Context: an optimization exercise on an open-source flow, tuned for small area. The choices shown serve that exercise and are no tape-out recipe. Function was checked by simulation only, so behaviour that the tests miss may differ from the original. Power is estimated from default activity; no workload was simulated.

## onyx
Design branch_predictor, start of the top module:
module branch_predictor (
  input  logic        clk_i,
  input  logic        rst_ni,
  input  logic [31:0] pc_i,
  output logic        pred_taken_o,
  output logic [31:0] pred_target_o,
  input  logic        upd_valid_i,
  input  logic [7:0]  upd_op_i,
  input  logic [31:0] upd_pc_i,
  input  logic        upd_taken_i,
  input  logic [31:0] upd_target_i,
  input  logic        upd_pred_taken_i,
  input  logic [31:0] upd_pred_target_i,
  output logic        flush_o,
  output logic [31:0] redirect_pc_o
);
  localparam int DEPTH = 64;
  logic [DEPTH-1:0]       vld_q;
  logic [DEPTH-1:0][7:0]  tag_q;
  logic [DEPTH-1:0][31:0] tgt_q;
  logic [DEPTH-1:0][1:0]  ctr_q;
  logic [5:0]       l_idx, u_idx;
  logic [7:0]       l_tag, u_tag;
  logic [DEPTH-1:0] l_sel, u_sel;
  logic ph_q;
  always_ff @(posedge clk_i or negedge rst_ni) begin
    if (!rst_ni) ph_q <= 1'b0;
    else         ph_q <= ~ph_q;
  end
  assign l_idx = pc_i[7:2];
  assign l_tag = pc_i[15:8];
  assign u_idx = upd_pc_i[7:2];
  assign u_tag = upd_pc_i[15:8];
  always_comb begin
    for (int i = 0; i < DEPTH; i++) begin
      l_sel[i] = (l_idx == i);
      u_sel[i] = (u_idx == i);
    end
  end
  localparam int LW = 1 + 8 + 1 + 32;
  localparam int UW = 1 + 8 + 2;
  logic [LW-1:0][DEPTH-1:0] l_col;
  logic [UW-1:0][DEPTH-1:0] u_col;
  logic [LW-1:0]            l_rd;
  logic [UW-1:0]            u_rd;
  always_comb begin
    for (int i = 0; i < DEPTH; i++) begin
  ...
Settings: LEC_CHECK=0, CAP_MARGIN=40, CORE_MARGIN=2, CORE_UTILIZATION=45, SLEW_MARGIN=40, SYNTH_HIERARCHICAL=1; clock period 12.0 ns.
standard.sh (not shown) runs the stock make flow with config.mk's settings and CLKGATE_MAP_FILE= SYNTH_SCRIPT=/design/flow/synth_recipe.tcl, a recipe that flattens the netlist after the stock synthesis.
==> flow/flow/run.sh <==
#!/bin/bash
# Standard ORFS layout with two changes: port buffers use the smallest
# buffer, and clock tree synthesis clusters up to 26 sinks within 80 um
# per leaf buffer and inserts no dummy loads.
set -euo pipefail
export BUFFER_PORTS_ARGS="-buffer_cell sky130_fd_sc_hd__buf_1"
export CTS_ARGS="-sink_clustering_enable -repair_clock_nets -sink_clustering_size 26 -sink_clustering_max_diameter 80 -dont_use_dummy_load"
bash standard.sh > standard.log 2>&1
Here is what was changed in the inputs of willow compared with onyx.
# onyx
export LEC_CHECK = 0
export CAP_MARGIN = 40
export CORE_MARGIN = 2
export CORE_UTILIZATION = 45
export SLEW_MARGIN = 40
export SYNTH_HIERARCHICAL = 1
create_clock -name core_clock -period 12.0 [get_ports {clk_i}]
# willow
export LEC_CHECK = 0
export CAP_MARGIN = 20
export CORE_MARGIN = 2
export CORE_UTILIZATION = 45
export SLEW_MARGIN = 20
export SYNTH_HIERARCHICAL = 1
create_clock -name core_clock -period 12.0 [get_ports {clk_i}]
==> flow/flow/run.sh <==
#!/bin/bash
# Standard ORFS layout with two changes: port buffers use the smallest
# buffer, and clock tree synthesis clusters up to 22 sinks within 80 um
# per leaf buffer and inserts no dummy loads.
set -euo pipefail
export BUFFER_PORTS_ARGS="-buffer_cell sky130_fd_sc_hd__buf_1"
export CTS_ARGS="-sink_clustering_enable -repair_clock_nets -sink_clustering_size 22 -sink_clustering_max_diameter 80 -dont_use_dummy_load"
bash standard.sh > standard.log 2>&1
Notes after the runs:
- Changes observed in willow relative to onyx: clock share of power grew by 1.2 points; sequential power share down 1.0 points; critical path arrival went down by 0.14 ns.
- In terms of first-pass GRT wire length, willow and onyx differ only marginally.
Changes in ember relative to willow:
# willow
export LEC_CHECK = 0
export CAP_MARGIN = 20
export CORE_MARGIN = 2
export CORE_UTILIZATION = 45
export SLEW_MARGIN = 20
export SYNTH_HIERARCHICAL = 1
create_clock -name core_clock -period 12.0 [get_ports {clk_i}]
# ember
export LEC_CHECK = 0
export CAP_MARGIN = 40
export CORE_MARGIN = 2
export CORE_UTILIZATION = 45
export CTS_CLUSTER_DIAMETER = 80
export CTS_CLUSTER_SIZE = 22
export SLEW_MARGIN = 40
export SYNTH_HIERARCHICAL = 1
create_clock -name core_clock -period 12.0 [get_ports {clk_i}]
==> flow/run.sh (new file) <==
#!/bin/bash
# synth_recipe.tcl (not shown) runs the flow's synth.tcl, then flattens the netlist and writes it again
# the make line also repeats each setting of config.mk as NAME=value (left out here)
make -C /OpenROAD-flow-scripts/flow DESIGN_CONFIG=/design/flow/config.mk WORK_HOME=/design/flow/orfs CLKGATE_MAP_FILE= SYNTH_SCRIPT=/design/flow/synth_recipe.tcl finish
removed: flow/flow/run.sh
removed: flow/standard.sh
## What came out
Across willow and ember, none had a timing, DRC or antenna violation.
Side by side, post-placement setup slack turned out lower in ember than in willow.
willow -> ember: largest voltage drop on the vdd net increased by more than a quarter
[compare] base=willow new=ember: first-pass GRT wire length rose by 2900 microns; die area stayed essentially flat.

separate check: timing with driven ports:
How much do the figures lean on ideal ports? The routed layouts below were timed once more, with nothing changed but the port constraints. Step 1: set_driving_cell puts a clkbuf_16 on clk_i and a buf_2 on each other input, an assumption about the parent block. Step 2 adds t to the input delays and takes it off the output delays; t is the mean of the earliest and latest rising clock arrival at the registers after step 1. Input paths then give back, and output paths get back, about the clock's delay inside the block. a / b / c = no drivers / after step 1 / after step 2; a / b = the first two.
| run | t, ns | slack for setup (ns) | worst setup path at the end | latest minus earliest clock arrival (ns) | cell pins on the clock port's net |
|---|---|---|---|---|---|
| onyx | 0.924 | 0.939 / 0.914 / 0.914 | input to output | 0.097 / 0.097 | 1 |
| willow | 0.927 | 1.084 / 1.023 / 1.023 | input to output | 0.079 / 0.079 | 1 |
| ember | 0.952 | 0.947 / 0.920 / 0.920 | input to output | 0.046 / 0.046 | 1 |
After both steps setup and hold are still met in every run listed. For willow, which loses most, drivers alone change the setup slack by -0.061 ns; drivers and shift together by -0.061 ns.
